This design comes from an exercise in tuning for small area on the open sky130 flow, not from production work.
Where RTL was checked, it was by simulation tests only, not by an equivalence proof against the original.
For runs 1, 2 and 4, only the layout was checked, not whether the RTL still works.
Power figures rest on the tool's default switching activity, not on a simulated workload.

File: flow/constraint.sdc
create_clock -name core_clock -period 3.5 [get_ports {clk}]
set_input_delay 0.7000 -clock core_clock [delete_from_list [all_inputs] [get_ports {clk}]]
set_output_delay 0.7000 -clock core_clock [all_outputs]
set_load 0.01 [all_outputs]
File: flow/flow/run.sh
#!/bin/bash
# The standard layout, with two changes: ports are buffered with the smallest
# buffer, and clock tree synthesis uses clkbuf_8 clusters under a clkbuf_16 root, without dummy loads.
set -euo pipefail
export BUFFER_PORTS_ARGS="-buffer_cell sky130_fd_sc_hd__buf_1"
export CTS_ARGS="-sink_clustering_enable -repair_clock_nets -buf_list sky130_fd_sc_hd__clkbuf_8 -sink_clustering_size 20 -sink_clustering_max_diameter 60 -dont_use_dummy_load -root_buf sky130_fd_sc_hd__clkbuf_16"
bash standard.sh > standard_flow.log 2>&1
File: flow/config.mk
export PLATFORM = sky130hd
export DESIGN_NAME = memwb_stage
export DESIGN_NICKNAME = memwb_stage
export VERILOG_FILES = /design/flow/design.v
export SDC_FILE = /design/flow/constraint.sdc
export NUM_CORES = 4
export LEC_CHECK = 0
export CAP_MARGIN = 20
export CORE_MARGIN = 2
export CORE_UTILIZATION = 60
export CTS_BUF_LIST = sky130_fd_sc_hd__clkbuf_8
export CTS_CLUSTER_DIAMETER = 60
export CTS_CLUSTER_SIZE = 20
export SLEW_MARGIN = 20
export SYNTH_HIERARCHICAL = 1
File: flow/standard.sh
#!/bin/bash
# synth_recipe.tcl (not shown) runs the flow's synth.tcl, then flattens the netlist and writes it again
# the make line also repeats each setting of config.mk as NAME=value (left out here)
make -C /OpenROAD-flow-scripts/flow DESIGN_CONFIG=/design/flow/config.mk WORK_HOME=/design/flow/orfs CLKGATE_MAP_FILE= SYNTH_SCRIPT=/design/flow/synth_recipe.tcl "${@:-finish}"
File: flow/design.v
module memwb_port (
  input  logic p, we, x, wen,
  output logic y
);
  assign y = ~((p | we) & (x | wen));
endmodule
module memwb_aoi222 (
  input  logic s0, d0, s1, d1, s2, d2,
  output logic y
);
  assign y = ~((s0 & d0) | (s1 & d1) | (s2 & d2));
endmodule
module memwb_oai22 (
  input  logic sn0, d0, sn1, d1,
  output logic y
);
  assign y = ~((sn0 | d0) & (sn1 | d1));
endmodule
module memwb_rdbit (
  input  logic [10:0] s,
  input  logic [10:0] d,
  input  logic [10:0] sn,
  input  logic [10:0] dn,
  input  logic        tapok, hsel, hd, bsel, bd,
  output logic        y
);
  logic [3:0] n;   
  logic [5:0] p;   
  memwb_aoi222 u_n0 (.s0(s[0]), .d0(d[0]), .s1(s[1]), .d1(d[1]), .s2(s[2]), .d2(d[2]), .y(n[0]));
  memwb_aoi222 u_n1 (.s0(s[3]), .d0(d[3]), .s1(s[4]), .d1(d[4]), .s2(s[5]), .d2(d[5]), .y(n[1]));
  memwb_aoi222 u_n2 (.s0(s[6]), .d0(d[6]), .s1(s[7]), .d1(d[7]), .s2(s[8]), .d2(d[8]), .y(n[2]));
  assign n[3] = ~((s[9] & d[9]) | (s[10] & d[10]));
  memwb_oai22 u_p0 (.sn0(sn[0]), .d0(dn[0]), .sn1(sn[1]), .d1(dn[1]), .y(p[0]));
  memwb_oai22 u_p1 (.sn0(sn[2]), .d0(dn[2]), .sn1(sn[3]), .d1(dn[3]), .y(p[1]));
  memwb_oai22 u_p2 (.sn0(sn[4]), .d0(dn[4]), .sn1(sn[5]), .d1(dn[5]), .y(p[2]));
  memwb_oai22 u_p3 (.sn0(sn[6]), .d0(dn[6]), .sn1(sn[7]), .d1(dn[7]), .y(p[3]));
  memwb_oai22 u_p4 (.sn0(sn[8]), .d0(dn[8]), .sn1(sn[9]), .d1(dn[9]), .y(p[4]));
  assign p[5] = ~(sn[10] | dn[10]);
  assign y = tapok & (~(&n) | (|p)) | hsel & hd | bsel & bd;
endmodule
module memwb_tapdec (
  input  logic [5:0]  addr,
  input  logic [5:0]  rot,
  output logic [21:0] hit
);
  logic [5:0] h, g, p;
  logic [1:0] e0;           
  logic [3:0] e [1:5];      
  assign h = addr ^ rot;
  assign g = addr & rot;
  assign p = addr | rot;
  assign e0[0] = ~h[0];
  assign e0[1] = h[0];
  for (genvar i = 1; i < 6; i++) begin : g_e
    assign e[i][0] = ~(h[i] ^ p[i - 1]);    
    assign e[i][1] = ~(h[i] ^ g[i - 1]);    
    assign e[i][2] = (h[i] ^ p[i - 1]);     
    assign e[i][3] = (h[i] ^ g[i - 1]);     
  end
  for (genvar k = 0; k < 22; k++) begin : g_hit
    localparam logic [5:0] K = 6'(3 * k);
    assign hit[k] = e0[K[0]] & e[1][{K[1], K[0]}] & e[2][{K[2], K[1]}] &
                    e[3][{K[3], K[2]}] & e[4][{K[4], K[3]}] & e[5][{K[5], K[4]}];
  end
endmodule
module memwb_stage (
  input  logic         clk,
  input  logic         reset,
  input  logic [3:0]   ctrl_MEM,
  input  logic [31:0]  ALU_out_MEM,
  input  logic [31:0]  write_data_MEM,
  input  logic [4:0]   reg_dst_MEM,
  output logic         mem_stall,
  output logic [1:0]   ctrl_WB,
  output logic [31:0]  read_data_WB,
  output logic [31:0]  ALU_out_WB,
  output logic [4:0]   reg_dst_WB,
  output logic         misalign_WB
);
  localparam int NT = 22;   
  logic [31:0] ring [64];
  logic [5:0]  rot;
  logic        b1, b2;
  logic        wb_pend;
  logic [5:0]  wb_addr;
  logic [5:0]  wb_slot;    
  logic [31:0] wb_data;
  logic [1:0]  ctrl_wb_q;
  logic        misalign_wb_q;
  logic [31:0] read_data_wb_q;
  logic [31:0] alu_out_wb_q;
  logic [4:0]  reg_dst_wb_q;
  logic          access, misal, stall, commit, st_commit, byp, drain;
  logic [5:0]    addr;
  logic [NT-1:0] we, wen;
  logic          hsel, bsel, tapok, anyhit;
  logic [NT-1:0] hit;
  logic [31:0]   wd_pos, wd_neg, rdata;
  logic [NT*32-1:0] port_y;
  genvar pk, pb, b, i;
  always_comb begin
    access    = ctrl_MEM[1] | ctrl_MEM[0];
    misal     = access & (ALU_out_MEM[1:0] != 2'b00);
    stall     = b1 | (~b2 & access);
    commit    = ~stall & ~reset;
    st_commit = commit & ctrl_MEM[0] & ~misal;
    addr      = ALU_out_MEM[7:2];
    byp       = wb_pend & (wb_addr == addr);
    for (int k = 0; k < NT; k++) begin
      we[k]   = (wb_slot == 6'(3 * k)) & wb_pend;
    end
    wen    = ~we;
    drain  = |we;
    anyhit = |hit;
    tapok  = ~byp & ~misal;
    bsel   = byp & ~misal;
    hsel   = ~anyhit & ~byp & ~misal;
    wd_pos = wb_data;
    wd_neg = ~wb_data;
  end
  memwb_tapdec u_dec (.addr(addr), .rot(rot), .hit(hit));
  for (b = 0; b < 32; b++) begin : g_rd
    logic [10:0] s, d, sn, dn;
    for (i = 0; i < 11; i++) begin : g_t
      assign s[i]  = hit[2 * i];
      assign d[i]  = ring[6 * i][b];
      assign sn[i] = ~hit[2 * i + 1];
      assign dn[i] = ring[6 * i + 3][b];
    end
    memwb_rdbit u_rd (
      .s(s), .d(d), .sn(sn), .dn(dn), .tapok(tapok),
      .hsel(hsel), .hd(read_data_wb_q[b]), .bsel(bsel), .bd(wb_data[b]),
      .y(rdata[b])
    );
  end
  for (pk = 0; pk < NT; pk++) begin : g_port
    for (pb = 0; pb < 32; pb++) begin : g_bit
      memwb_port u_p (
        .p(ring[(3 * pk + 63) % 64][pb]), .we(we[pk]),
        .x(pk % 2 == 1 ? wd_pos[pb] : wd_neg[pb]), .wen(wen[pk]),
        .y(port_y[32 * pk + pb])
      );
    end
  end
  always_ff @(posedge clk) begin
    rot <= rot + 6'd1;
    for (int j = 0; j < 64; j++) begin
      if (j % 3 == 0) ring[j] <= port_y[32 * (j / 3) +: 32];
      else            ring[j] <= ring[(j + 63) % 64];
    end
    wb_pend <= st_commit | (wb_pend & ~drain);
    wb_slot <= st_commit ? addr + rot + 6'd2 : wb_slot + 6'd1;
    if (st_commit) begin
      wb_addr <= addr;
      wb_data <= write_data_MEM;
    end
    b1 <= ~reset & ~b1 & ~b2 & access;
    b2 <= ~reset & b1;
    ctrl_wb_q      <= commit ? ctrl_MEM[3:2] : 2'b00;
    misalign_wb_q  <= commit & misal;
    read_data_wb_q <= rdata;
    alu_out_wb_q   <= ALU_out_MEM;
    reg_dst_wb_q   <= reg_dst_MEM;
  end
  assign mem_stall    = stall;
  assign ctrl_WB      = ctrl_wb_q;
  assign read_data_WB = read_data_wb_q;
  assign ALU_out_WB   = alu_out_wb_q;
  assign reg_dst_WB   = reg_dst_wb_q;
  assign misalign_WB  = misalign_wb_q;
endmodule
==> results.toml, run 1 <==
[cells_and_area]
syn_to_final_growth_pct = 10.55
nFillCells = 6580
drive_gt1_frac = 0.1037
nets = 4182
final_core_util = 0.6671

[grt]
grtUsageTotal = 0.3715
grt_pass1_wl_um = 245200
grt_max_degree = 34
antenna_found_initial = 3
grt_pass1_vias = 34440
grt_remaining_overflow = 0

[clock_tree]
numCtsBuffers = 134
clockRootBuffer = "clkbuf_16"
cts_tree = "done"
clock_sinks = 2173
cts_setup_buffers = 0
htreeDepth = 4
path_clk_slew_ps = 110
clockBufferDepth = 3
clock_latency_ps = 730
postCtsHoldBufs = 0
post_cts_resized = 0

[worst_setup_path]
crit_path_start_kind = "flip-flop"
arrival_ps = 3920
worstRegToRegCells = 12
timing.critical_path.slowest_cell_delay_ps = 830
path_max_fanout = 29
critical_path.endpoint_type = "flip-flop"
cp.required_ps = 4090
worst-setup-path-type = "reg2reg"
cpMostUsedCell = "nand2_1"
rrSetupSlack_ps = 170
cpMaxStageDelayCell = "nor3_4"
regToRegEndpoint = "read_data_wb_q[23]"
worstReg2RegStart = "rot[4]"
crit_chain = "inv_1 -> ha_1 -> xor2_1 -> nand2_1 -> buf_4 -> nor3_4 -> nor4_1 -> nand3_1 -> nor4_4 -> buf_12 -> a22oi_1 -> nand2_1"

[logic_synthesis]
synth_top_area_frac = 0.7905
synth_compound_area_frac = 0.1401
ys_types = 54
synth_top_family_by_area = "compound AO/OA/AOI/OAI gates"
yosysWarnings = 11
synthSimpleGateAreaFrac = 0.02687
synth_edf_count = 38
syn_nets = 3768
syn_inst = 3668
synth_seq_area_share = 0.8116
yosys.area_share.adder = 0.005924
yosysTopAreaCell = "dfxtp_1"
synth.area.top_cells = "dfxtp_1 79%, o22ai_1 10%, edfxtp_1 2.1%"
synthMuxAreaShare = 0.0006711
synth_xor_area_frac = 0.007382
netlist_area_mm2 = 0.05407
ys_ff_latch = 2173
synth_async_sr_flop_share = 0
synth_ff_type = "dfxtp_1"
synth.avg_cell_area_um2 = 14.74

[sta]
period_needed_ps = 3328
fmax_ghz = 0.3005
tightestPinTransition_ps = 1183
holdWs_ps = 63.75
slew_violations = 0
fin_crit_sh = 0.9507
hold_viol_final = 0
setup_viol = 0
rsz0062_at_grt = "no"
skew_ps = 87.09
slew_headroom = 0.2089

[worst_hold_path]
hold_end = "alu_out_wb_q[30]"
worstHoldPathCells = 1
min_from = "ALU_out_MEM[30]"
min_path_type = "in2reg"

[die]
dieArea_mm2 = 0.09253
start_util = 0.6034
die_h_um = 304.2
fp-row-count = 110
top_level_ports = 148
core-area_mm2 = 0.08960
die_w_um = 304.2

[route]
vias_per_cell = 6.561
wl_um = 174300
drt_iter0_drc = 4320
vias = 34500
first_pass_iters = 7
post-route-drc-count = 0
ant_nets = 0
wl_per_cell_um = 33.15

[power]
peakVddDrop_v = 0.0005219
p_total_mw = 42.72
combPwrFrac = 0.047
clkPwrFrac = 0.247
switching_share = 0.2280
p_leak_nw = 23.63
p_sw_mw = 9.740
power_density_mw_per_mm2 = 714.8
p_int_mw = 32.98
seqPwrFrac = 0.705

[placement]
dpl.hpwl_um = 99330
place_congestion = 0.8942
port_buffers = 147

[run]
maxCapViolCount = 0

[outcome]
outcome = "complete, no violations"
[cells by family after synthesis]
family / count (synthesis)
fa+ha+maj: 25
simple gates: 257
xor+xnor: 38
buf+inv: 97
mux: 3
compound gates: 1075
flops: 2173
[critical path, delay by kind of cell, from the launching register on]
| family | cells | cell delay [ps] |
|---|---|---|
| fa+ha+maj | 1 | 370 |
| buf+inv | 3 | 510 |
| flops | 1 | 440 |
| compound gates | 1 | 260 |
| xor+xnor | 1 | 200 |
| simple gates | 6 | 1400 |
[cell type report]
type                    count  area, um^2  share of cell area
inverters                  87       326.6            0.005464
multi-input cells        1398        9996              0.1672
flip-flops and latches   2173       43880              0.7342
well taps                1176        1471             0.02462
clock buffers             134        1856             0.03105
repair buffers            288        2231             0.03733
diodes                      2       5.005          0.00008374
[placed cells by master, fill, tap and decap left out, types with 9 or more instances in the layout]
cell type / count
ha_1: 24
xnor2_1: 17
dfxtp_1: 2135
nor2_1: 44
clkbuf_8: 133
nand4b_1: 32
edfxtp_1: 38
buf_4: 91
o22ai_1: 866
a22oi_1: 34
a22o_2: 32
nand2_1: 59
inv_1: 53
nor3_4: 11
buf_12: 49
a222oi_1: 96
or4_1: 32
nand2_2: 9
xor2_1: 17
inv_2: 34
o41ai_2: 32
buf_1: 147
nor3_1: 10
nand3_2: 10
[Yosys stat by module (local to each module, per instance)]
module,area [um^2],flops+latches
memwb_aoi222,10.01,0
memwb_oai22,6.256,0
memwb_port,6.256,0
memwb_rdbit,57.56,0
memwb_stage,45240,2173
memwb_tapdec,613.1,0
[state kept, by name (all words and copies together), names as in the netlist, 2 cells and up]
register	cells
ring	2048
alu_out_wb_q	32
read_data_wb_q	32
wb_data	32
rot	6
wb_addr	6
wb_slot	6
reg_dst_wb_q	5
ctrl_wb_q	2
[power groups by stage]
stage	Sequential [mW]	Clock (mW)	Combinational, mW
floorplan	29.9	0	1.39
global placement	30.5	0	1.91
detailed placement	30.6	0	1.97
CTS	30.1	10.6	1.98
global route	30.4	11.5	2.17
finish	30.1	10.6	2.02
[synth_stat cells, drive strengths merged (4+ instances only)]
cell and count:
a21oi 5, nor2b 4, nand2b 7, inv 87, a22oi 34, dfxtp 2135
o41ai 32, or3 5, nand2 68, a222oi 96, nand3 15, ha 24
nand4 5, and2 4, or4 32, o22ai 866, nor4 8, a22o 33
nor2 46, xor2 17, edfxtp 38, nand4b 32, buf 8, nor3 23
xnor2 17
[worst max-delay path by stage]
stage | to | slack [ps] | cells past startpoint | start
5_1_grt | read_data_wb_q[2] | 90 | 12 | rot[4]
3_5_place_dp | read_data_wb_q[23] | -60 | 14 | ALU_out_MEM[3]
4_1_cts | read_data_wb_q[23] | 290 | 12 | rot[4]
3_3_place_gp | read_data_wb_q[13] | -280 | 13 | ALU_out_MEM[3]
2_1_floorplan | read_data_wb_q[0] | 9 | 10 | ALU_out_MEM[3]
6_report | read_data_wb_q[23] | 170 | 12 | rot[4]
[stage by stage]
stage / cells / setup TNS (ps) / worst slack [ps] / cell area (um^2)
6_report: 5258 / 0 / 172.4 / 59770
5_1_grt: 5256 / 0 / 86.66 / 59760
4_1_cts: 5256 / 0 / 288.6 / 59760
3_5_place_dp: 5122 / -164.4 / -57.12 / 57910
3_3_place_gp: 5121 / -7850 / -283.6 / 57890
2_1_floorplan: 3668 / 0 / 8.755 / 54130
[metal layers]
metal,global-route usage,up-vias,wire [um]
met4,0.1693,2,8760
met3,0.1009,504,20290
met2,0.5423,2164,73960
li1,-,14490,-
met5,0,-,13
met1,0.5189,17330,71260
==> run 2, diff against run 1 <==
==> flow/flow/run.sh (replaced) <==
#!/bin/bash
# The standard layout, with two changes: ports are buffered with the smallest
# buffer, and clock tree synthesis uses clkbuf_8 clusters without dummy loads.
set -euo pipefail
export BUFFER_PORTS_ARGS="-buffer_cell sky130_fd_sc_hd__buf_1"
export CTS_ARGS="-sink_clustering_enable -repair_clock_nets -buf_list sky130_fd_sc_hd__clkbuf_8 -sink_clustering_size 20 -sink_clustering_max_diameter 60 -dont_use_dummy_load"
bash standard.sh > standard_flow.log 2>&1
==> results.toml, run 2 <==
[worst_setup_path]
worst-setup-path-type = "reg2reg"
path_max_fanout = 29
cp.required_ps = 4220
arrival_ps = 4050
critical_path.endpoint_type = "flip-flop"
crit_path_start_kind = "flip-flop"

[placement]
dpl.hpwl_um = 99330
place_congestion = 0.8942
port_buffers = 147

[clock_tree]
clock_latency_ps = 870
post_cts_resized = 0
path_clk_slew_ps = 110
clock_sinks = 2173
clockRootBuffer = "clkbuf_8"
postCtsHoldBufs = 51
cts_tree = "done"
htreeDepth = 4
clockBufferDepth = 3
cts_setup_buffers = 0
numCtsBuffers = 134

[cells_and_area]
final_cell_mix = "2,135 x dfxtp_1, 866 x o22ai_1, 147 x buf_1"
syn_to_final_growth_pct = 11.49
drive_gt1_frac = 0.1024
layout_commonest_cell = "dfxtp_1"
nFillCells = 6524
top_register = "ring"
largest_register_ffs = 2048
nets = 4233

[die]
start_util = 0.6034
fp-row-count = 110
die_w_um = 304.2
top_level_ports = 148
core-area_mm2 = 0.08960
dieArea_mm2 = 0.09253
die_h_um = 304.2

[grt]
grt_max_degree = 34
grtUsageTotal = 0.3734
antenna_found_initial = 4
grt_pass1_vias = 34670
grt_remaining_overflow = 0
grt_pass1_wl_um = 246700

[logic_synthesis]
syn_inst = 3668
synth.avg_cell_area_um2 = 14.74
yosysWarnings = 11
synth_commonest_cells = "2,135 x dfxtp_1, 866 x o22ai_1, 96 x a222oi_1"
synth_top_area_frac = 0.7905
synth_seq_area_share = 0.8116
ys_ff_latch = 2173
synth_async_sr_flop_share = 0
yosysTopAreaCell = "dfxtp_1"
ys_types = 54
netlist_area_mm2 = 0.05407
synth_most_common_cell = "dfxtp_1"
synth_ff_type = "dfxtp_1"
syn_nets = 3768
synth.area.top_cells = "dfxtp_1 79%, o22ai_1 10%, edfxtp_1 2.1%"
synth_edf_count = 38

[sta]
slew_headroom = 0.2326
setup_viol = 0
rsz0062_at_grt = "no"
fin_crit_sh = 0.9510
skew_ps = 89.66
period_needed_ps = 3328
setup-tns-final_ps = 0
tightestPinTransition_ps = 1147
hold_viol_final = 0
fmax_ghz = 0.3004
slew_violations = 0

[route]
vias_per_cell = 6.515
ant_nets = 0
drt_iter0_drc = 4424
first_pass_iters = 7
vias = 34610
wl_per_cell_um = 32.95
wl_um = 175100
post-route-drc-count = 0

[power]
power_density_mw_per_mm2 = 709.4
peakVddDrop_v = 0.0005227
p_leak_nw = 23.84
p_total_mw = 42.76

[worst_hold_path]
min_path_type = "in2reg"

[outcome]
outcome = "complete, no violations"

[run]
maxCapViolCount = 0
run 2: cell counts after synthesis:
No cell type changed its count.
run 2: through the flow:
| step | setup slack [ps] | cell area (um^2) | util | instances | hold WS [ps] |
|---|---|---|---|---|---|
| floorplan | 8.755 | 54130 | - | 3668 | 309.6 |
| global placement | -283.6 | 57890 | 0.6461 | 5121 | 309.8 |
| detailed placement | -57.12 | 57910 | 0.6463 | 5122 | 312.1 |
| CTS | 288.7 | 60260 | 0.6726 | 5307 | 1.859 |
| global route | 86.91 | 60260 | 0.6726 | 5308 | 11.97 |
| finish | 171.5 | 60280 | 0.6727 | 5313 | 42.55 |
run 2: worst paths after layout:
check,from,slack (ps),cells past startpoint,endpoint
max,rot[4],170,12,read_data_wb_q[23]
min,write_data_MEM[22],40,1,wb_data[22]
max reg2reg,rot[4],170,12,read_data_wb_q[23]
min reg2reg,ring[55][29],270,0,ring[56][29]
run 2: report_power, final:
part,internal [mW],switching (mW)
clock,3.47,7.09
combinational,0.994,1.07
sequential,28.5,1.61
total,33.0,9.77
run 2: cells by family after synthesis:
group,synth area share
xor+xnor,0.007382
buf+inv,0.007359
flops,0.8116
compound gates,0.1401
mux,0.0006710
simple gates,0.02687
fa+ha+maj,0.005924
run 2: layout make-up:
cell class | count | area (um^2) | area share
flip-flops and latches | 2173 | 43880 | 0.7280
multi-input cells | 1398 | 9996 | 0.1658
repair buffers | 339 | 2741 | 0.04548
clock buffers | 134 | 1844 | 0.03060
well taps | 1176 | 1471 | 0.02441
inverters | 87 | 326.6 | 0.005418
diodes | 6 | 15.01 | 0.0002491
run 2: modules after synthesis, one instance, submodules excluded:
| module | cells | area [um^2] |
|---|---|---|
| memwb_aoi222 | 1 | 10.01 |
| memwb_oai22 | 1 | 6.256 |
| memwb_port | 1 | 6.256 |
| memwb_rdbit | 7 | 57.56 |
| memwb_stage | 2402 | 45240 |
| memwb_tapdec | 82 | 613.1 |
run 2: metal layers:
layer,part of all wire,GRT usage,wire length [um]
met1,0.41,0.5289,72600
met2,0.43,0.5488,74550
met3,0.11,0.08726,19300
met4,0.049,0.1679,8616
met5,0.000069,0,12
run 2: critical path: stages (launching register included):
cell and delay [ps]:
dfxtp_1 450, inv_1 70, ha_1 370, xor2_1 200, nand2_1 150, buf_4 180, nor3_4 830, nor4_1 90
nand3_1 180, nor4_4 60, buf_12 250, a22oi_1 260, nand2_1 90
==> run 3, diff against run 2 <==
--- a/flow/design.v
+++ b/flow/design.v
@@ -85,3 +85,2 @@
   logic [5:0]  wb_addr;
-  logic [5:0]  wb_slot;    
   logic [31:0] wb_data;
@@ -93,3 +92,3 @@
   logic          access, misal, stall, commit, st_commit, byp, drain;
-  logic [5:0]    addr;
+  logic [5:0]    addr, wslot;
   logic [NT-1:0] we, wen;
@@ -107,5 +106,6 @@
     addr      = ALU_out_MEM[7:2];
+    wslot     = wb_addr + rot + 6'd1;
     byp       = wb_pend & (wb_addr == addr);
     for (int k = 0; k < NT; k++) begin
-      we[k]   = (wb_slot == 6'(3 * k)) & wb_pend;
+      we[k]   = (wslot == 6'(3 * k)) & wb_pend;
     end
@@ -151,3 +151,2 @@
     wb_pend <= st_commit | (wb_pend & ~drain);
-    wb_slot <= st_commit ? addr + rot + 6'd2 : wb_slot + 6'd1;
     if (st_commit) begin
==> results.toml, run 3 <==
[outcome]
outcome = "complete, no violations"

[die]
top_level_ports = 148
dieArea_mm2 = 0.09246
fp-row-count = 110
start_util = 0.6030
die_w_um = 304.1
die_h_um = 304.1
core-area_mm2 = 0.08960

[grt]
antenna_found_initial = 6
grt_pass1_wl_um = 244700
grt_remaining_overflow = 0
grtUsageTotal = 0.3702
grt_max_degree = 36
grt_pass1_vias = 34920

[logic_synthesis]
yosysWarnings = 11
yosysTopAreaCell = "dfxtp_1"
synth_seq_area_share = 0.8100
syn_nets = 3763
synth.area.top_cells = "dfxtp_1 79%, o22ai_1 10%, edfxtp_1 2.1%"
synth.avg_cell_area_um2 = 14.72
netlist_area_mm2 = 0.05402
ys_types = 63
synth_commonest_cells = "2,129 x dfxtp_1, 866 x o22ai_1, 96 x a222oi_1"
synth_async_sr_flop_share = 0
synth_top_area_frac = 0.7889
synth_ff_type = "dfxtp_1"
synth_edf_count = 38
syn_inst = 3671
synth_most_common_cell = "dfxtp_1"
ys_ff_latch = 2167

[route]
ant_nets = 0
first_pass_iters = 8
wl_per_cell_um = 32.49
vias = 34750
drt_iter0_drc = 3981
wl_um = 173800
post-route-drc-count = 0
vias_per_cell = 6.497

[sta]
tightestPinTransition_ps = 1085
setup_ws_ps = 122.0
fin_crit_sh = 0.9651
slew_headroom = 0.2750
hold_viol_final = 0
rsz0062_at_grt = "no"
fmax_ghz = 0.2960
slew_violations = 0
setup_viol = 0
skew_ps = 108.6
period_needed_ps = 3378

[worst_setup_path]
crit_path_start_kind = "flip-flop"
cp.required_ps = 4250
path_max_fanout = 25
critical_path.endpoint_type = "flip-flop"
worst-setup-path-type = "reg2reg"
arrival_ps = 4120

[cells_and_area]
drive_gt1_frac = 0.1110
syn_to_final_growth_pct = 12.32
layout_commonest_cell = "dfxtp_1"
stdcell_count = 5349
largest_register_ffs = 2048
final_core_util = 0.6772
fin_area_mm2 = 0.06068
top_register = "ring"
final_cell_mix = "2,128 x dfxtp_1, 866 x o22ai_1, 147 x buf_1"
nets = 4265
nFillCells = 6481

[placement]
dpl.hpwl_um = 101800
port_buffers = 147
numPlacedInstances = 5152
place_area_mm2 = 0.05823
dp_slack_ps = -34.54
place_congestion = 0.8798

[clock_tree]
numCtsBuffers = 132
clockBufferDepth = 3
path_clk_slew_ps = 100
clockRootBuffer = "clkbuf_8"
clock_sinks = 2167
clock_latency_ps = 870
cts_tree = "done"
htreeDepth = 4

[worst_hold_path]
min_path_type = "in2reg"

[power]
p_leak_nw = 23.91
power_density_mw_per_mm2 = 602.8
peakVddDrop_v = 0.0004313

[run]
maxCapViolCount = 0
run 3: report_power, final:
group          leakage (nW)  total [mW]  internal, mW  switching [mW]
combinational          4.97       0.700         0.301           0.399
sequential             18.0        25.4          25.2           0.230
clock                 0.949        10.4          3.42            7.02
total                  23.9        36.6          28.9            7.65
run 3: kinds of logic (layout without fill, tap and decap cells):
| family | Yosys count | after routing | share of synthesized area |
|---|---|---|---|
| AOI/OAI and AO/OA | 1085 | 1085 | 0.1426 |
| xor gates and xnor gates | 33 | 33 | 0.006855 |
| adders and majority gates | 17 | 17 | 0.004076 |
| buffers and inverters | 95 | 595 | 0.007272 |
| DFF | 2167 | 2167 | 0.8100 |
| muxes | 1 | 1 | 0.0001853 |
| other | 0 | 2 | 0 |
| and+or+nand+nor | 273 | 273 | 0.02893 |
run 3: worst paths after layout:
check                     start      endpoint  slack, ps  depth (start not counted)
max                      rot[1]  ring[51][14]        120                         10
min          write_data_MEM[11]   wb_data[11]        100                          1
max reg2reg              rot[1]  ring[51][14]        120                         10
min reg2reg        ring[58][11]  ring[59][11]        280                          0
run 3: critical path: stages, from the launching register on:
cell        delay [ps]
dfxtp_1            520
inv_1              120
fa_2               480
nand2b_4           220
o41ai_1            400
nor3_2             170
buf_4              200
nor3_4             310
clkinvlp_4         220
buf_4              360
o22ai_1            250
run 3: modules after synthesis (local to each module, per instance):
module        cells inside  times used  flops+latches  cell area (um^2)
memwb_stage           2405           1           2167             45200
memwb_tapdec            82           1              0             613.1
memwb_rdbit              7          32              0             57.56
memwb_aoi222             1          96              0             10.01
memwb_oai22              1         160              0             6.256
memwb_port               1         704              0             6.256
run 3: layout make-up:
cell class | instances | area, um^2 | share of cell area
clock buffers | 132 | 1817 | 0.02994
repair buffers | 376 | 3136 | 0.05167
inverters | 87 | 356.6 | 0.005877
multi-input cells | 1409 | 10130 | 0.1669
diodes | 2 | 5.005 | 0.00008248
well taps | 1176 | 1471 | 0.02425
flip-flops and latches | 2167 | 43760 | 0.7212
run 3: through the flow:
stage / setup TNS (ps) / hold slack [ps] / total power [mW]
3_3_place_gp: -1314 / 309.5 / 26.59
4_1_cts: 0 / 44.14 / 36.64
5_1_grt: 0 / 75.63 / 37.60
3_5_place_dp: -76.13 / 312.1 / 26.61
6_report: 0 / 100.4 / 36.57
2_1_floorplan: -20130 / 309.6 / 26.23
run 3: timing repair:
item | CTS | global route
hold buffers | 61 | 0
endpoints found under the setup margin | 0 | 22
endpoints found under the hold margin | 61 | 0
setup buffers | 0 | 2
gates resized for setup | 0 | 1
run 3: routing by layer:
layer  part of all wire  wire length, um  up-vias  track usage
met5            0.00025               44        -            0
met4              0.056             9754        6       0.1851
met3              0.094            16290      557      0.08079
met2               0.45            77820     2016       0.5769
met1               0.40            69880    17440       0.4918
li1                   -                -    14740            -
==> run 4, diff against run 3 <==
--- a/flow/design.v
+++ b/flow/design.v
@@ -85,2 +85,3 @@
   logic [5:0]  wb_addr;
+  logic [5:0]  wb_slot;    
   logic [31:0] wb_data;
@@ -92,3 +93,3 @@
   logic          access, misal, stall, commit, st_commit, byp, drain;
-  logic [5:0]    addr, wslot;
+  logic [5:0]    addr;
   logic [NT-1:0] we, wen;
@@ -106,6 +107,5 @@
     addr      = ALU_out_MEM[7:2];
-    wslot     = wb_addr + rot + 6'd1;
     byp       = wb_pend & (wb_addr == addr);
     for (int k = 0; k < NT; k++) begin
-      we[k]   = (wslot == 6'(3 * k)) & wb_pend;
+      we[k]   = (wb_slot == 6'(3 * k)) & wb_pend;
     end
@@ -151,2 +151,3 @@
     wb_pend <= st_commit | (wb_pend & ~drain);
+    wb_slot <= st_commit ? addr + rot + 6'd2 : wb_slot + 6'd1;
     if (st_commit) begin
==> flow/flow/run.sh (replaced) <==
#!/bin/bash
# The standard layout, with two changes: ports are buffered with the smallest
# buffer, and clock tree synthesis uses clkbuf_8 clusters under a clkbuf_16 root, without dummy loads.
set -euo pipefail
export BUFFER_PORTS_ARGS="-buffer_cell sky130_fd_sc_hd__buf_1"
export CTS_ARGS="-sink_clustering_enable -repair_clock_nets -buf_list sky130_fd_sc_hd__clkbuf_8 -sink_clustering_size 18 -sink_clustering_max_diameter 50 -dont_use_dummy_load -root_buf sky130_fd_sc_hd__clkbuf_16"
bash standard.sh > standard_flow.log 2>&1
--- a/flow/config.mk
+++ b/flow/config.mk
@@ -7,5 +7,5 @@
 export LEC_CHECK = 0
-export CAP_MARGIN = 20
+export CAP_MARGIN = 10
 export CORE_MARGIN = 2
-export CORE_UTILIZATION = 60
+export CORE_UTILIZATION = 70
 export CTS_BUF_LIST = sky130_fd_sc_hd__clkbuf_8
@@ -13,3 +13,3 @@
 export CTS_CLUSTER_SIZE = 20
-export SLEW_MARGIN = 20
+export SLEW_MARGIN = 10
 export SYNTH_HIERARCHICAL = 1
==> results.toml, run 4 <==
[outcome]
outcome = "complete, no violations"

[cells_and_area]
layout_commonest_cell = "dfxtp_1"
fin_area_mm2 = 0.05938
syn_to_final_growth_pct = 9.822
final_core_util = 0.7792
top_register = "ring"
largest_register_ffs = 2048
final_cell_mix = "2,135 x dfxtp_1, 866 x o22ai_1, 147 x buf_1"
drive_gt1_frac = 0.1024
nets = 4176

[sta]
rsz0062_at_grt = "no"
fmax_ghz = 0.3035
holdWs_ps = 61.35
skew_ps = 100.3
slew_headroom = 0.2470
slew_violations = 0
fin_crit_sh = 0.9413
tightestPinTransition_ps = 1130
setup-tns-final_ps = 0
hold_viol_final = 0
setup_viol = 0
period_needed_ps = 3295

[worst_setup_path]
critPathTopFamily = "simple AND/OR/NAND/NOR gates"
cpMostUsedCell = "nand2_1"
regToRegEndpoint = "read_data_wb_q[9]"
crit_chain = "inv_1 -> ha_1 -> xnor2_1 -> nand2_1 -> nor3_4 -> nor4_1 -> nand3_1 -> nor4_4 -> buf_12 -> a22oi_1 -> nand2_1"
path_max_fanout = 32
crit_path_start_kind = "flip-flop"
worstRegToRegCells = 11
worst-setup-path-type = "reg2reg"
crit_path_start = "rot[2]"
arrival_ps = 3810
cp.required_ps = 4010
worstReg2RegStart = "rot[2]"
worst-path-buf-inv = 2
cpMaxStageDelayCell = "nor3_4"
crit_cells = 11
rrSetupSlack_ps = 210
timing.critical_path.slowest_cell_delay_ps = 840
critical_path.endpoint_type = "flip-flop"

[logic_synthesis]
synth_async_sr_flop_share = 0
synth_commonest_cells = "2,135 x dfxtp_1, 866 x o22ai_1, 96 x a222oi_1"
ys_types = 54
synth_edf_count = 38
syn_nets = 3768
synth_top_family_by_area = "compound AO/OA/AOI/OAI gates"
ys_ff_latch = 2173
synth.avg_cell_area_um2 = 14.74
syn_inst = 3668
synthSimpleGateAreaFrac = 0.02687
yosys.area_share.adder = 0.005924
synth_top_area_frac = 0.7905
synth_xor_area_frac = 0.007382
synth_ff_type = "dfxtp_1"
synth_seq_area_share = 0.8116
synth.area.top_cells = "dfxtp_1 79%, o22ai_1 10%, edfxtp_1 2.1%"
synthMuxAreaShare = 0.0006711
synth_most_common_cell = "dfxtp_1"
synth_compound_area_frac = 0.1401
yosysTopAreaCell = "dfxtp_1"
yosysWarnings = 11
netlist_area_mm2 = 0.05407

[run]
maxCapViolCount = 0

[power]
p_leak_nw = 23.55
peakVddDrop_v = 0.0005797
p_total_mw = 42.98
power_density_mw_per_mm2 = 723.9

[die]
start_util = 0.7095
die_h_um = 281.9
core-area_mm2 = 0.07620
die_w_um = 281.9
top_level_ports = 148
fp-row-count = 101
dieArea_mm2 = 0.07948

[clock_tree]
clockBufferDepth = 3
numCtsBuffers = 145
htreeDepth = 4
cts_setup_buffers = 0
post_cts_resized = 0
cts_tree = "done"
clock_sinks = 2173
path_clk_slew_ps = 100
postCtsHoldBufs = 0
clock_latency_ps = 730
clockRootBuffer = "clkbuf_16"

[route]
wl_um = 170100
vias = 34940
first_pass_iters = 6
post-route-drc-count = 0
wl_per_cell_um = 33.31
vias_per_cell = 6.842
ant_nets = 0
drt_iter0_drc = 5182

[grt]
antenna_found_initial = 0
grt_max_degree = 39
grt_pass1_vias = 34260
grtUsageTotal = 0.4230
grt_remaining_overflow = 0
grt_pass1_wl_um = 236300

[worst_hold_path]
worstHoldPathCells = 1
min_from = "ALU_out_MEM[12]"
hold_end = "alu_out_wb_q[12]"
min_path_type = "in2reg"

[placement]
place_congestion = 0.9062
dpl.hpwl_um = 93690
place_area_mm2 = 0.05736
port_buffers = 147
## run 4: changes by cell type after synthesis, sizes merged, moves of 3 or more
cell   previous run  this run
ha               16        24
and3              5         1
nor4             11         8
xnor2            14        17
or2               6         1
or4              35        32
nand3            10        15
dfxtp          2129      2135
nor2             49        46
nor3             28        23
## run 4: worst register-to-register path, delay by kind of cell, from the launching register on
| kind | cells | cell delay, ps |
|---|---|---|
| fa+ha+maj | 1 | 370 |
| buf+inv | 2 | 350 |
| compound gates | 1 | 230 |
| flops | 1 | 470 |
| xor+xnor | 1 | 260 |
| simple gates | 6 | 1510 |
## run 4: per-stage QoR
step                setup slack (ps)  cells
floorplan                      8.755   3668
global placement              -16.26   4959
detailed placement            -113.5   4959
CTS                            245.1   5104
global route                   40.85   5104
finish                         205.5   5106
## run 4: cell families (layout without fill, tap and decap cells)
logic type / after synthesis / count (layout)
other cells: 0 / 2
xor+xnor: 38 / 38
fa+ha+maj: 25 / 25
compound gates: 1075 / 1075
buf+inv: 97 / 503
flops: 2173 / 2173
mux: 3 / 3
simple gates: 257 / 257
## run 4: cell type report
class | instances | area (um^2)
antenna | 2 | 5.005
inverter | 87 | 326.6
tap | 1030 | 1289
sequential | 2173 | 43880
clock buffer | 145 | 2007
multi-input combinational | 1398 | 9996
fill | 4681 | 16830
timing repair buffer | 271 | 1871
## run 4: worst max-delay path by stage
stage	slack [ps]	end
after floorplan	9	read_data_wb_q[0]
after global placement	-20	read_data_wb_q[13]
after detailed placement	-110	read_data_wb_q[24]
after CTS	250	read_data_wb_q[9]
after global routing	40	read_data_wb_q[28]
final	210	read_data_wb_q[9]
## run 4: modules after synthesis, one instance, submodules excluded
module / cell area [um^2] / cells / copies in the design / flip-flops and latches
memwb_oai22: 6.256 / 1 / 160 / 0
memwb_aoi222: 10.01 / 1 / 96 / 0
memwb_port: 6.256 / 1 / 704 / 0
memwb_stage: 45240 / 2402 / 1 / 2173
memwb_tapdec: 613.1 / 82 / 1 / 0
memwb_rdbit: 57.56 / 7 / 32 / 0
## run 4: metal layers
layer  global-route usage  part of all wire  vias to the layer above
li1                     -                 -                    14480
met1               0.5757              0.38                    17170
met2               0.6153              0.42                     2673
met3               0.1384              0.14                      613
met4               0.1991             0.053                        2
met5             0.007937           0.00031                        -
## run 4: report_power, final
part | internal (mW) | total, mW | switching, mW
Sequential | 28.5 | 30.2 | 1.63
Clock | 3.77 | 10.8 | 7.04
Combinational | 0.939 | 2.02 | 1.08
==> run 5, diff against run 4 <==
--- a/flow/design.v
+++ b/flow/design.v
@@ -19,10 +19,9 @@
 module memwb_rdbit (
-  input  logic [10:0] s,
-  input  logic [10:0] d,
+  input  logic [12:0] s,
+  input  logic [12:0] d,
   input  logic [10:0] sn,
   input  logic [10:0] dn,
-  input  logic        tapok, hsel, hd, bsel, bd,
   output logic        y
 );
-  logic [3:0] n;   
+  logic [4:0] n;   
   logic [5:0] p;   
@@ -31,3 +30,4 @@
   memwb_aoi222 u_n2 (.s0(s[6]), .d0(d[6]), .s1(s[7]), .d1(d[7]), .s2(s[8]), .d2(d[8]), .y(n[2]));
-  assign n[3] = ~((s[9] & d[9]) | (s[10] & d[10]));
+  memwb_aoi222 u_n3 (.s0(s[9]), .d0(d[9]), .s1(s[10]), .d1(d[10]), .s2(s[11]), .d2(d[11]), .y(n[3]));
+  assign n[4] = ~(s[12] & d[12]);
   memwb_oai22 u_p0 (.sn0(sn[0]), .d0(dn[0]), .sn1(sn[1]), .d1(dn[1]), .y(p[0]));
@@ -38,3 +38,3 @@
   assign p[5] = ~(sn[10] | dn[10]);
-  assign y = tapok & (~(&n) | (|p)) | hsel & hd | bsel & bd;
+  assign y = ~(&n) | (|p);
 endmodule
@@ -96,3 +96,3 @@
   logic          hsel, bsel, tapok, anyhit;
-  logic [NT-1:0] hit;
+  logic [NT-1:0] hit, tsel;
   logic [31:0]   wd_pos, wd_neg, rdata;
@@ -115,2 +115,3 @@
     tapok  = ~byp & ~misal;
+    tsel   = hit & {NT{tapok}};
     bsel   = byp & ~misal;
@@ -122,14 +123,15 @@
   for (b = 0; b < 32; b++) begin : g_rd
-    logic [10:0] s, d, sn, dn;
+    logic [12:0] s, d;
+    logic [10:0] sn, dn;
     for (i = 0; i < 11; i++) begin : g_t
-      assign s[i]  = hit[2 * i];
+      assign s[i]  = tsel[2 * i];
       assign d[i]  = ring[6 * i][b];
-      assign sn[i] = ~hit[2 * i + 1];
+      assign sn[i] = ~tsel[2 * i + 1];
       assign dn[i] = ring[6 * i + 3][b];
     end
-    memwb_rdbit u_rd (
-      .s(s), .d(d), .sn(sn), .dn(dn), .tapok(tapok),
-      .hsel(hsel), .hd(read_data_wb_q[b]), .bsel(bsel), .bd(wb_data[b]),
-      .y(rdata[b])
-    );
+    assign s[11] = hsel;
+    assign d[11] = read_data_wb_q[b];
+    assign s[12] = bsel;
+    assign d[12] = wb_data[b];
+    memwb_rdbit u_rd (.s(s), .d(d), .sn(sn), .dn(dn), .y(rdata[b]));
   end
--- a/flow/config.mk
+++ b/flow/config.mk
@@ -10,5 +10,2 @@
 export CORE_UTILIZATION = 70
-export CTS_BUF_LIST = sky130_fd_sc_hd__clkbuf_8
-export CTS_CLUSTER_DIAMETER = 60
-export CTS_CLUSTER_SIZE = 20
 export SLEW_MARGIN = 10
==> results.toml, run 5 <==
[outcome]
outcome = "complete, no violations"

[clock_tree]
postCtsHoldBufs = 0
clockRootBuffer = "clkbuf_16"
clock_latency_ps = 710
clockBufferDepth = 3
htreeDepth = 4
cts_tree = "done"
clock_sinks = 2173
path_clk_slew_ps = 100
numCtsBuffers = 142

[worst_setup_path]
worst-path-buf-inv = 3
cp.required_ps = 4130
path_max_fanout = 7
worstRegToRegCells = 14
critPathTopFamily = "simple AND/OR/NAND/NOR gates"
cpMostUsedCell = "nand4_1"
critical_path.endpoint_type = "flip-flop"
timing.critical_path.slowest_cell_delay_ps = 520
worst-setup-path-type = "reg2reg"
worstReg2RegStart = "rot[1]"
regToRegEndpoint = "read_data_wb_q[2]"
crit_chain = "inv_1 -> ha_4 -> xor2_1 -> or2_4 -> nor3_1 -> nor4_2 -> nand4_1 -> or4_4 -> nor3_4 -> buf_12 -> buf_4 -> a222oi_1 -> and4bb_1 -> nand4_1"
rrSetupSlack_ps = 190
arrival_ps = 3940
crit_cells = 14
crit_path_start_kind = "flip-flop"
cpMaxStageDelayCell = "or4_4"

[worst_hold_path]
worstHoldPathCells = 1
min_path_type = "in2reg"
hold_end = "alu_out_wb_q[31]"
min_from = "ALU_out_MEM[31]"

[grt]
grt_pass1_wl_um = 234400
grtUsageTotal = 0.4163
grt_remaining_overflow = 0
busiest_layer = "met2"
grt_max_degree = 34
grt_util_met3 = 0.1199
grt_pass1_vias = 34960
globalRouteMet2Util = 0.6328
antenna_found_initial = 3
use_met1 = 0.5502

[cells_and_area]
nFillCells = 4605
final_cell_mix = "2,131 x dfxtp_1, 866 x o22ai_1, 147 x buf_1"
drive_gt1_frac = 0.09281
syn_to_final_growth_pct = 9.909
largest_register_ffs = 2048
nets = 4164
final_core_util = 0.7791
layout_commonest_cell = "dfxtp_1"
fin_area_mm2 = 0.05937
top_register = "ring"

[logic_synthesis]
synth.avg_cell_area_um2 = 14.68
synth_most_common_cell = "dfxtp_1"
synth_edf_count = 38
syn_inst = 3680
synth_ff_type = "dfxtp_1"
ys_ff_latch = 2173
ys_types = 49
synth_async_sr_flop_share = 0
yosysTopAreaCell = "dfxtp_1"
netlist_area_mm2 = 0.05402
synth_seq_area_share = 0.8124
synth_top_area_frac = 0.7913
synth.area.top_cells = "dfxtp_1 79%, o22ai_1 10%, a222oi_1 2.4%"
syn_nets = 3780
synth_commonest_cells = "2,135 x dfxtp_1, 866 x o22ai_1, 128 x a222oi_1"
yosysWarnings = 11

[power]
p_total_mw = 40.75
power_density_mw_per_mm2 = 686.4
peakVddDrop_v = 0.0005269
p_leak_nw = 23.12

[sta]
setup_viol = 0
rsz0062_at_grt = "no"
slew_headroom = 0.3521
fin_crit_sh = 0.9456
fmax_ghz = 0.3022
holdWs_ps = 62.65
slew_violations = 0
hold_viol_final = 0
skew_ps = 67.70
tightestPinTransition_ps = 971.9
period_needed_ps = 3309

[die]
top_level_ports = 148
start_util = 0.7088
die_h_um = 281.8
die_w_um = 281.8
core-area_mm2 = 0.07620
dieArea_mm2 = 0.07940
fp-row-count = 101

[route]
vias_per_cell = 6.801
post-route-drc-count = 0
vias = 34640
ant_nets = 0
drt_iter0_drc = 5342
wl_per_cell_um = 32.76
wl_um = 166900
first_pass_iters = 7

[placement]
place_congestion = 0.8686
port_buffers = 147
place_area_mm2 = 0.05734
dpl.hpwl_um = 90150

[run]
maxCapViolCount = 0
## run 5: cell families after synthesis
family                   share of synthesized area
flip-flops                                  0.8124
adder cells (fa/ha/maj)                   0.005930
multiplexers                             0.0007644
AND/OR/NAND/NOR                            0.03071
XOR/XNOR                                  0.007227
AO/OA/AOI/OAI                               0.1320
buffers and inverters                      0.01100
## run 5: timing repair
action                                  4_1_cts  5_1_grt
buffers inserted                              0        1
gates resized for setup                       0        7
endpoints found under the setup margin        0       30
## run 5: where the power goes
group          internal (mW)  switching [mW]
clock                   3.70            7.04
combinational          0.704           0.823
sequential              27.3            1.15
## run 5: cell type report
class	count	area (um^2)	area share
antenna	1	2.502	0.00004215
clock buffer	142	1966	0.03311
inverter	79	296.5	0.004995
multi-input combinational	1383	9772	0.1646
sequential	2173	43890	0.7392
tap	1030	1289	0.02171
timing repair buffer	285	2156	0.03631
## run 5: per-stage QoR
step                TNS, ps  cells  setup slack (ps)
finish                    0   5093             190.6
global route              0   5092             4.158
global placement      -7437   4948            -267.3
CTS                       0   5090             116.3
floorplan            -416.5   3680            -25.14
detailed placement    -8260   4948            -308.8
## run 5: per-module statistics from Yosys, one instance, submodules excluded
module        flops+latches  cell area (um^2)  cells
memwb_stage            2173             45510   2446
memwb_oai22               0             6.256      1
memwb_aoi222              0             10.01      1
memwb_port                0             6.256      1
memwb_tapdec              0             613.1     82
memwb_rdbit               0             37.54      5
## run 5: worst max-delay path by stage
| stage | startpoint | end |
|---|---|---|
| after CTS | rot[1] | read_data_wb_q[4] |
| after floorplan | ALU_out_MEM[6] | read_data_wb_q[10] |
| after global placement | ALU_out_MEM[3] | read_data_wb_q[11] |
| after global routing | rot[1] | read_data_wb_q[21] |
| final | rot[1] | read_data_wb_q[2] |
| after detailed placement | ALU_out_MEM[3] | read_data_wb_q[11] |
## run 5: routing by layer
layer	share of wire	up-vias
li1	-	14440
met1	0.37	16930
met2	0.44	2657
met3	0.13	610
met4	0.055	2
met5	0.000078	-
==> run 6, diff against run 5 <==
--- a/flow/config.mk
+++ b/flow/config.mk
@@ -10,2 +10,3 @@
 export CORE_UTILIZATION = 70
+export GPL_TIMING_DRIVEN = 0
 export SLEW_MARGIN = 10
==> results.toml, run 6 <==
[route]
drt_iter0_drc = 4717
ant_nets = 0
first_pass_iters = 9
vias = 34460
wl_um = 161800
post-route-drc-count = 0
wl_per_cell_um = 31.98
vias_per_cell = 6.810

[worst_setup_path]
worst-setup-path-type = "reg2reg"
critical_path.endpoint_type = "flip-flop"
crit_chain = "inv_1 -> ha_1 -> clkbuf_1 -> nand2_1 -> or3_4 -> buf_12 -> inv_4 -> o22ai_1"
cpMaxStageDelayCell = "clkbuf_1"
path_max_fanout = 32
rrSetupSlack_ps = -40
cp.required_ps = 4010
crit_path_start_kind = "flip-flop"
arrival_ps = 4050
timing.critical_path.slowest_cell_delay_ps = 780

[die]
core-area_mm2 = 0.07620
top_level_ports = 148
start_util = 0.7088
die_w_um = 281.8
die_h_um = 281.8
dieArea_mm2 = 0.07940
fp-row-count = 101

[sta]
setup-tns-final_ps = -177.8
rsz0062_at_grt = "yes"
slew_headroom = 0.03835
tightestPinTransition_ps = 1442
hold_viol_final = 0
fin_crit_sh = 1.012
period_needed_ps = 3543
setup_viol = 15
fmax_ghz = 0.2822
skew_ps = 76.68
slew_violations = 0
setup_ws_ps = -43.16

[outcome]
failed_checks = "setup timing"
outcome = "failed layout checks"

[clock_tree]
htreeDepth = 4
path_clk_slew_ps = 100
clock_latency_ps = 710
cts_tree = "done"
postCtsHoldBufs = 0
clockBufferDepth = 3
clockRootBuffer = "clkbuf_16"
numCtsBuffers = 142
clock_sinks = 2173

[logic_synthesis]
synth_edf_count = 38
yosysTopAreaCell = "dfxtp_1"
synth.avg_cell_area_um2 = 14.68
synth_seq_area_share = 0.8124
syn_inst = 3680
synth_async_sr_flop_share = 0
synth_most_common_cell = "dfxtp_1"
synth_ff_type = "dfxtp_1"
yosysWarnings = 11
ys_ff_latch = 2173
ys_types = 49
netlist_area_mm2 = 0.05402
synth.area.top_cells = "dfxtp_1 79%, o22ai_1 10%, a222oi_1 2.4%"
synth_commonest_cells = "2,135 x dfxtp_1, 866 x o22ai_1, 128 x a222oi_1"
syn_nets = 3780
synth_top_area_frac = 0.7913

[grt]
grt_pass1_wl_um = 227600
antenna_found_initial = 2
grt_remaining_overflow = 0
grt_pass1_vias = 34570
grtUsageTotal = 0.4017
grt_max_degree = 34

[cells_and_area]
fin_area_mm2 = 0.05951
largest_register_ffs = 2048
drive_gt1_frac = 0.08811
syn_to_final_growth_pct = 10.18
layout_commonest_cell = "dfxtp_1"
final_core_util = 0.7810
multiInputGateArea_mm2 = 0.01005
seqCellArea_mm2 = 0.04389
nets = 4131
nFillCells = 4561
final_cell_mix = "2,129 x dfxtp_1, 866 x o22ai_1, 146 x buf_1"
top_register = "ring"

[placement]
dpl.hpwl_um = 90330
place_area_mm2 = 0.05731
port_buffers = 147
place_congestion = 0.9077

[worst_hold_path]
min_path_type = "in2reg"

[power]
power_density_mw_per_mm2 = 688.4
peakVddDrop_v = 0.0004820
p_leak_nw = 23.07

[run]
maxCapViolCount = 0
-- run 6: area by class of cell --
type | instances | area share
flip-flops and latches | 2173 | 0.7376
clock buffers | 142 | 0.03303
repair buffers | 207 | 0.02845
inverters | 79 | 0.005340
well taps | 1030 | 0.02166
diodes | 1 | 0.00004205
multi-input cells | 1384 | 0.1689
plain buffers | 44 | 0.005025
-- run 6: critical path, delay by kind of cell (launching register included) --
kind                       cells  cell delay, ps
AOI/OAI and AO/OA              1             220
and+or+nand+nor                2             780
DFF                            1             370
adders and majority gates      1             160
buffers and inverters          4            1790
-- run 6: worst paths after layout --
check	startpoint	endpoint	cells after the start
max	wb_slot[0]	ring[42][27]	8
min reg2reg	ring[16][26]	ring[17][26]	0
min	ALU_out_MEM[26]	alu_out_wb_q[26]	1
max reg2reg	wb_slot[0]	ring[42][27]	8
-- run 6: layer usage --
layer  wire length, um  GRT usage  vias to the layer above  part of all wire
li1                  -          -                    14380                 -
met1             61060     0.5365                    16920              0.38
met2             70830     0.6078                     2522              0.44
met3             20550     0.1074                      639              0.13
met4              9393     0.2055                        0             0.058
met5                 0          0                        -                 0
-- run 6: stage by stage --
step           hold slack (ps)  cells  setup slack, ps  total power [mW]
6_report                 47.03   5060           -43.16             40.97
5_1_grt                  43.10   5059           -60.14             42.07
4_1_cts                  29.04   5059            22.02             40.77
3_5_place_dp             312.1   4912            -1074             30.53
3_3_place_gp             309.6   4857            -4539             30.19
2_1_floorplan            309.6   3680           -25.14             29.56
-- run 6: logic make-up (layout without fill, tap and decap cells) --
kind of cell             after synthesis  in the layout  share of synthesized area
other                                  0              1                          0
buffers and inverters                124            472                    0.01100
adder cells (fa/ha/maj)               25             25                   0.005930
flip-flops                          2173           2173                     0.8124
AO/OA/AOI/OAI                       1043           1043                     0.1320
multiplexers                           4              4                  0.0007644
AND/OR/NAND/NOR                      274            275                    0.03071
XOR/XNOR                              37             37                   0.007227
-- run 6: power breakdown --
group	total, mW	internal, mW	switching [mW]
Sequential	28.4	27.3	1.03
Combinational	1.84	0.769	1.07
Clock	10.8	3.69	7.06
Total	41.0	31.8	9.16
-- run 6: what timing repair did --
item,CTS,global route
endpoints found under the hold margin,0,0
buffers inserted,5,0
gates cloned,1,0
pin swaps,2,5
setup endpoints to repair,95,53
gates resized for setup,3,42
-- run 6: per-module statistics from Yosys, one instance, submodules excluded --
module	flops+latches	times used
memwb_aoi222	0	128
memwb_oai22	0	160
memwb_port	0	704
memwb_rdbit	0	32
memwb_stage	2173	1
memwb_tapdec	0	1
==> run 7, diff against run 6 <==
==> flow/flow/run.sh (replaced) <==
#!/bin/bash
# The standard layout, with two changes: ports are buffered with the smallest
# buffer, and clock tree synthesis uses clkbuf_8 clusters under a clkbuf_16 root, without dummy loads.
set -euo pipefail
export BUFFER_PORTS_ARGS="-buffer_cell sky130_fd_sc_hd__buf_1"
export CTS_ARGS="-sink_clustering_enable -repair_clock_nets -buf_list sky130_fd_sc_hd__clkbuf_8 -sink_clustering_size 20 -sink_clustering_max_diameter 55 -dont_use_dummy_load -root_buf sky130_fd_sc_hd__clkbuf_16"
bash standard.sh > standard_flow.log 2>&1
--- a/flow/config.mk
+++ b/flow/config.mk
@@ -7,6 +7,5 @@
 export LEC_CHECK = 0
-export CAP_MARGIN = 10
+export CAP_MARGIN = 0
 export CORE_MARGIN = 2
-export CORE_UTILIZATION = 70
-export GPL_TIMING_DRIVEN = 0
+export CORE_UTILIZATION = 65
 export SLEW_MARGIN = 10
==> results.toml, run 7 <==
[cells_and_area]
nets = 4157
fin_area_mm2 = 0.05935
largest_register_ffs = 2048
syn_to_final_growth_pct = 9.872
layout_commonest_cell = "dfxtp_1"
stdcell_count = 5126
top_register = "ring"
final_core_util = 0.7216
final_cell_mix = "2,134 x dfxtp_1, 866 x o22ai_1, 147 x buf_1"
drive_gt1_frac = 0.09001
nFillCells = 5557

[clock_tree]
clock_latency_ps = 710
clockRootBuffer = "clkbuf_16"
numCtsBuffers = 134
postCtsHoldBufs = 0
clock_sinks = 2173
htreeDepth = 4
clockBufferDepth = 3
path_clk_slew_ps = 110
cts_tree = "done"
cts_setup_buffers = 0

[die]
die_h_um = 292.3
top_level_ports = 148
core-area_mm2 = 0.08224
fp-row-count = 105
start_util = 0.6568
dieArea_mm2 = 0.08542
die_w_um = 292.3

[route]
vias = 34640
post-route-drc-count = 0
ant_nets = 0
wl_um = 167900
wl_per_cell_um = 32.75
vias_per_cell = 6.757
first_pass_iters = 9
drt_iter0_drc = 4701

[logic_synthesis]
netlist_area_mm2 = 0.05402
ys_ff_latch = 2173
synth_commonest_cells = "2,135 x dfxtp_1, 866 x o22ai_1, 128 x a222oi_1"
synth_seq_area_share = 0.8124
yosysWarnings = 11
synth_edf_count = 38
synth_ff_type = "dfxtp_1"
yosysTopAreaCell = "dfxtp_1"
synth.avg_cell_area_um2 = 14.68
synth_top_area_frac = 0.7913
synth_async_sr_flop_share = 0
ys_types = 49
synth.area.top_cells = "dfxtp_1 79%, o22ai_1 10%, a222oi_1 2.4%"
synth_most_common_cell = "dfxtp_1"
syn_nets = 3780
syn_inst = 3680

[power]
peakVddDrop_v = 0.0005356
p_int_mw = 31.54
seqPwrFrac = 0.704
clkPwrFrac = 0.259
p_sw_mw = 8.911
switching_share = 0.2203
power_density_mw_per_mm2 = 681.5
p_leak_nw = 23.08
combPwrFrac = 0.037

[worst_setup_path]
regToRegEndpoint = "read_data_wb_q[5]"
worstRegToRegCells = 13
cp.required_ps = 4130
critical_path.endpoint_type = "flip-flop"
crit_path_start_kind = "flip-flop"
worst-setup-path-type = "reg2reg"
arrival_ps = 3950
path_max_fanout = 18
worstReg2RegStart = "rot[2]"
rrSetupSlack_ps = 180

[sta]
rsz0062_at_grt = "no"
fmax_ghz = 0.3014
hold_viol_final = 0
skew_ps = 69.90
fin_crit_sh = 0.9479
period_needed_ps = 3318
slew_violations = 0
holdWs_ps = 48.63
setup_viol = 0
tightestPinTransition_ps = 936.3
slew_headroom = 0.3758

[placement]
numPlacedInstances = 4991
dpl.hpwl_um = 91560
port_buffers = 147
place_area_mm2 = 0.05748
place_congestion = 0.8725

[grt]
grt_pass1_vias = 34680
grt_pass1_wl_um = 238500
grt_max_degree = 39
grt_remaining_overflow = 0
antenna_found_initial = 5
grtUsageTotal = 0.3886

[worst_hold_path]
min_path_type = "in2reg"
min_from = "reg_dst_MEM[4]"
hold_end = "reg_dst_wb_q[4]"
worstHoldPathCells = 1

[outcome]
outcome = "complete, no violations"

[run]
maxCapViolCount = 0
run 7: timing repair:
| action | in CTS | in global routing |
|---|---|---|
| setup endpoints to repair | 0 | 28 |
| hold endpoints to repair | 0 | 0 |
| resized for setup | 0 | 2 |
run 7: logic make-up after synthesis:
family / share of synthesized area
buffers and inverters: 0.01100
adder cells (fa/ha/maj): 0.005930
XOR/XNOR: 0.007227
AO/OA/AOI/OAI: 0.1320
flip-flops: 0.8124
AND/OR/NAND/NOR: 0.03071
multiplexers: 0.0007644
run 7: worst max path at each step:
stage                    from            endpoint  cells after the start
2_1_floorplan  ALU_out_MEM[6]  read_data_wb_q[10]                     10
3_3_place_gp   ALU_out_MEM[3]  read_data_wb_q[11]                     15
3_5_place_dp   ALU_out_MEM[3]  read_data_wb_q[12]                     15
4_1_cts                rot[4]   read_data_wb_q[5]                     14
5_1_grt                rot[2]  read_data_wb_q[13]                     13
6_report               rot[2]   read_data_wb_q[5]                     13
run 7: area by class of cell:
type | count | area, um^2 | area share
tap | 1070 | 1339 | 0.02256
timing repair buffer | 286 | 2208 | 0.03721
sequential | 2173 | 43880 | 0.7394
inverter | 79 | 296.5 | 0.004997
multi-input combinational | 1383 | 9763 | 0.1645
antenna | 1 | 2.502 | 0.00004216
clock buffer | 134 | 1856 | 0.03127
run 7: routing by layer:
metal | vias to the layer above | track usage | wire, um
li1 | 14430 | - | -
met1 | 17260 | 0.5225 | 64540
met2 | 2325 | 0.5936 | 74010
met3 | 616 | 0.09568 | 19710
met4 | 6 | 0.1915 | 9570
met5 | - | 0 | 62
run 7: Yosys stat by module, one instance, submodules excluded:
module | copies in the design | flip-flops and latches | cells inside
memwb_oai22 | 160 | 0 | 1
memwb_rdbit | 32 | 0 | 5
memwb_tapdec | 1 | 0 | 82
memwb_port | 704 | 0 | 1
memwb_aoi222 | 128 | 0 | 1
memwb_stage | 1 | 2173 | 2446
run 7: metrics by stage:
| step | total power, mW | setup TNS (ps) | setup slack, ps |
|---|---|---|---|
| after floorplan | 29.56 | -416.5 | -25.14 |
| after global placement | 30.27 | -6586 | -246.6 |
| after detailed placement | 30.41 | -7200 | -266.6 |
| after CTS | 40.38 | 0 | 190.2 |
| after global routing | 41.67 | 0 | 0.6897 |
| final | 40.45 | 0 | 182.4 |
run 7: power groups by stage:
stage	sequential, mW	combinational, mW	clock [mW]
after floorplan	28.5	1.09	0
after global placement	28.9	1.39	0
after detailed placement	29.0	1.45	0
after CTS	28.4	1.46	10.5
after global routing	28.7	1.59	11.4
final	28.5	1.49	10.5
run 7: critical path, stage by stage (launching register included):
cell and delay [ps]:
dfxtp_1 460, inv_1 110, ha_4 310, xnor2_1 90, nand2_1 140, nor3_1 100, nor4_1 350, nand4_1 170
or4_4 520, nor3_4 300, buf_12 250, a222oi_1 120, and4bb_1 220, nand4_1 90
==> run 8, diff against run 7 <==
==> flow/flow/run.sh (replaced) <==
#!/bin/bash
# The standard layout, with two changes: ports are buffered with the smallest
# buffer, and clock tree synthesis uses clkbuf_8 clusters under a clkbuf_16 root, without dummy loads.
set -euo pipefail
export BUFFER_PORTS_ARGS="-buffer_cell sky130_fd_sc_hd__buf_1"
export CTS_ARGS="-sink_clustering_enable -repair_clock_nets -buf_list sky130_fd_sc_hd__clkbuf_8 -sink_clustering_size 20 -sink_clustering_max_diameter 60 -dont_use_dummy_load -root_buf sky130_fd_sc_hd__clkbuf_16"
bash standard.sh > standard_flow.log 2>&1
--- a/flow/config.mk
+++ b/flow/config.mk
@@ -7,6 +7,9 @@
 export LEC_CHECK = 0
-export CAP_MARGIN = 0
+export CAP_MARGIN = 20
 export CORE_MARGIN = 2
-export CORE_UTILIZATION = 65
-export SLEW_MARGIN = 10
+export CORE_UTILIZATION = 60
+export CTS_BUF_LIST = sky130_fd_sc_hd__clkbuf_8
+export CTS_CLUSTER_DIAMETER = 60
+export CTS_CLUSTER_SIZE = 20
+export SLEW_MARGIN = 20
 export SYNTH_HIERARCHICAL = 1
==> results.toml, run 8 <==
[outcome]
outcome = "complete, no violations"

[sta]
period_needed_ps = 3247
fin_crit_sh = 0.9276
holdWs_ps = 63.43
setup-tns-final_ps = 0
skew_ps = 81.45
setup_viol = 0
slew_violations = 0
fmax_ghz = 0.3080
tightestPinTransition_ps = 1019
hold_viol_final = 0
rsz0062_at_grt = "no"
slew_headroom = 0.3208
setup_ws_ps = 253.4

[grt]
grt_util_met3 = 0.09033
grt_max_degree = 33
antenna_found_initial = 4
grt_pass1_vias = 34470
use_met1 = 0.4986
grtUsageTotal = 0.3667
busiest_layer = "met2"
grt_pass1_wl_um = 243100
grt_remaining_overflow = 0
globalRouteMet2Util = 0.5632

[cells_and_area]
largest_register_ffs = 2048
drive_gt1_frac = 0.08977
syn_to_final_growth_pct = 10.00
multiInputGateArea_mm2 = 0.009757
nets = 4157
final_core_util = 0.6632
layout_commonest_cell = "dfxtp_1"
top_register = "ring"
final_cell_mix = "2,134 x dfxtp_1, 866 x o22ai_1, 147 x buf_1"
stdcell_count = 5235
seqCellArea_mm2 = 0.04388
fin_area_mm2 = 0.05942
nFillCells = 6448

[logic_synthesis]
synth_xor_area_frac = 0.007227
ys_types = 49
synth_async_sr_flop_share = 0
synth_ff_type = "dfxtp_1"
synth_commonest_cells = "2,135 x dfxtp_1, 866 x o22ai_1, 128 x a222oi_1"
synth_compound_area_frac = 0.1320
synth_edf_count = 38
netlist_area_mm2 = 0.05402
syn_nets = 3780
ys_ff_latch = 2173
synth_top_family_by_area = "compound AO/OA/AOI/OAI gates"
synth_seq_area_share = 0.8124
synth.avg_cell_area_um2 = 14.68
synthSimpleGateAreaFrac = 0.03072
yosysTopAreaCell = "dfxtp_1"
syn_inst = 3680
synth.area.top_cells = "dfxtp_1 79%, o22ai_1 10%, a222oi_1 2.4%"
synth_top_area_frac = 0.7913
yosys.area_share.adder = 0.005930
synth_most_common_cell = "dfxtp_1"
synthMuxAreaShare = 0.0007644
yosysWarnings = 11

[run]
maxCapViolCount = 0

[clock_tree]
clockBufferDepth = 3
path_clk_slew_ps = 110
clockRootBuffer = "clkbuf_16"
cts_setup_buffers = 0
clock_sinks = 2173
post_cts_resized = 0
htreeDepth = 4
cts_tree = "done"
numCtsBuffers = 132
clock_latency_ps = 740
postCtsHoldBufs = 0

[placement]
place_congestion = 0.8855
port_buffers = 147
place_area_mm2 = 0.05758
numPlacedInstances = 5099
dpl.hpwl_um = 93780
dp_slack_ps = -249.4

[worst_setup_path]
worst-setup-path-type = "reg2reg"
critical_path.endpoint_type = "flip-flop"
crit_chain = "inv_1 -> ha_4 -> xor2_1 -> or2_1 -> nor3_1 -> nor4_1 -> nand4_1 -> or4_4 -> nor3_4 -> buf_12 -> a222oi_1 -> and4bb_1 -> nand4_1"
timing.critical_path.slowest_cell_delay_ps = 510
arrival_ps = 3900
crit_path_start_kind = "flip-flop"
critPathTopFamily = "simple AND/OR/NAND/NOR gates"
cpMostUsedCell = "nand4_1"
path_max_fanout = 23
cp.required_ps = 4150
cpMaxStageDelayCell = "or4_4"
worstReg2RegStart = "rot[1]"
crit_path_start = "rot[1]"
worst-path-buf-inv = 2

[power]
p_total_mw = 40.51
p_leak_nw = 23.05
power_density_mw_per_mm2 = 681.7
peakVddDrop_v = 0.0005081

[route]
vias = 34150
first_pass_iters = 6
ant_nets = 0
wl_um = 172600
drt_iter0_drc = 4536
wl_per_cell_um = 32.98
vias_per_cell = 6.522
post-route-drc-count = 0

[die]
top_level_ports = 148
die_w_um = 304.0
die_h_um = 304.0
start_util = 0.6029
core-area_mm2 = 0.08960
fp-row-count = 110
dieArea_mm2 = 0.09244

[worst_hold_path]
min_path_type = "in2reg"
min_from = "ALU_out_MEM[8]"
## run 8: cell counts after synthesis
Identical to the previous run, type by type.
## run 8: final cells by class
type,instances,area share
Tap cell,1176,0.02476
Clock buffer,132,0.03076
Sequential cell,2173,0.7385
Inverter,79,0.004991
Multi-Input combinational cell,1383,0.1642
Antenna cell,4,0.0001685
Timing Repair Buffer,288,0.03658
## run 8: layer usage
layer | vias up | wire length, um
met4 | 2 | 8196
met5 | - | 10
li1 | 14430 | -
met3 | 522 | 17890
met1 | 17080 | 70040
met2 | 2105 | 76500
## run 8: kinds of logic after synthesis
group / Yosys count
flops: 2173
compound gates: 1043
simple gates: 274
buf+inv: 124
xor+xnor: 37
fa+ha+maj: 25
mux: 4
## run 8: modules after synthesis, one instance, submodules excluded
module	cell area (um^2)	cells inside	flip-flops and latches
memwb_rdbit	37.54	5	0
memwb_oai22	6.256	1	0
memwb_tapdec	613.1	82	0
memwb_port	6.256	1	0
memwb_aoi222	10.01	1	0
memwb_stage	45510	2446	2173
## run 8: worst paths after layout
kind	end	slack [ps]	cells after the start
min reg2reg	ring[23][9]	270	0
max reg2reg	read_data_wb_q[7]	250	13
max	read_data_wb_q[7]	250	13
min	alu_out_wb_q[8]	60	1
## run 8: power by group
part | internal [mW] | switching, mW
combinational | 0.689 | 0.813
clock | 3.45 | 7.08
sequential | 27.3 | 1.12
total | 31.5 | 9.02

-- what the ideal ports hide --
How much do the figures lean on ideal ports? The routed layouts below were timed once more, with nothing changed but the port constraints.
Step 1 assumes that a clkbuf_16 drives the clock port and a buf_2 every other input.
Step 2 times the ports against the registers' clock, not the clock port: input delays grow and output delays shrink by t, the midpoint of the rising clock arrivals with the driver on.
a / b / c = no drivers / after step 1 / after step 2; a / b = the first two.
run | shift t [ns] | slack for setup (ns) | hold WS [ns] | cell pins on the clock port's net
run 1 | 0.764 | 0.172 / 0.172 / -0.180 | 0.064 / 0.015 / 0.267 | 1
run 2 | 0.896 | 0.172 / 0.172 / -0.178 | 0.043 / -0.001 / 0.269 | 1
run 3 | 0.885 | 0.122 / 0.122 / -0.570 | 0.100 / 0.056 / 0.281 | 1
run 4 | 0.746 | 0.205 / 0.205 / -0.174 | 0.061 / 0.023 / 0.273 | 1
run 5 | 0.756 | 0.191 / 0.191 / -0.272 | 0.063 / 0.020 / 0.286 | 1
run 6 | 0.756 | -0.043 / -0.043 / -0.630 | 0.047 / 0.002 / 0.291 | 1
run 7 | 0.758 | 0.182 / 0.182 / -0.330 | 0.049 / 0.002 / 0.280 | 1
run 8 | 0.768 | 0.253 / 0.253 / -0.306 | 0.063 / 0.020 / 0.273 | 1
Met with ideal ports but missed after step 2: setup timing in 7 of these runs. The setup slack of run 3, which loses most, moves by 0.000 ns with the drivers and by -0.692 ns with both steps.
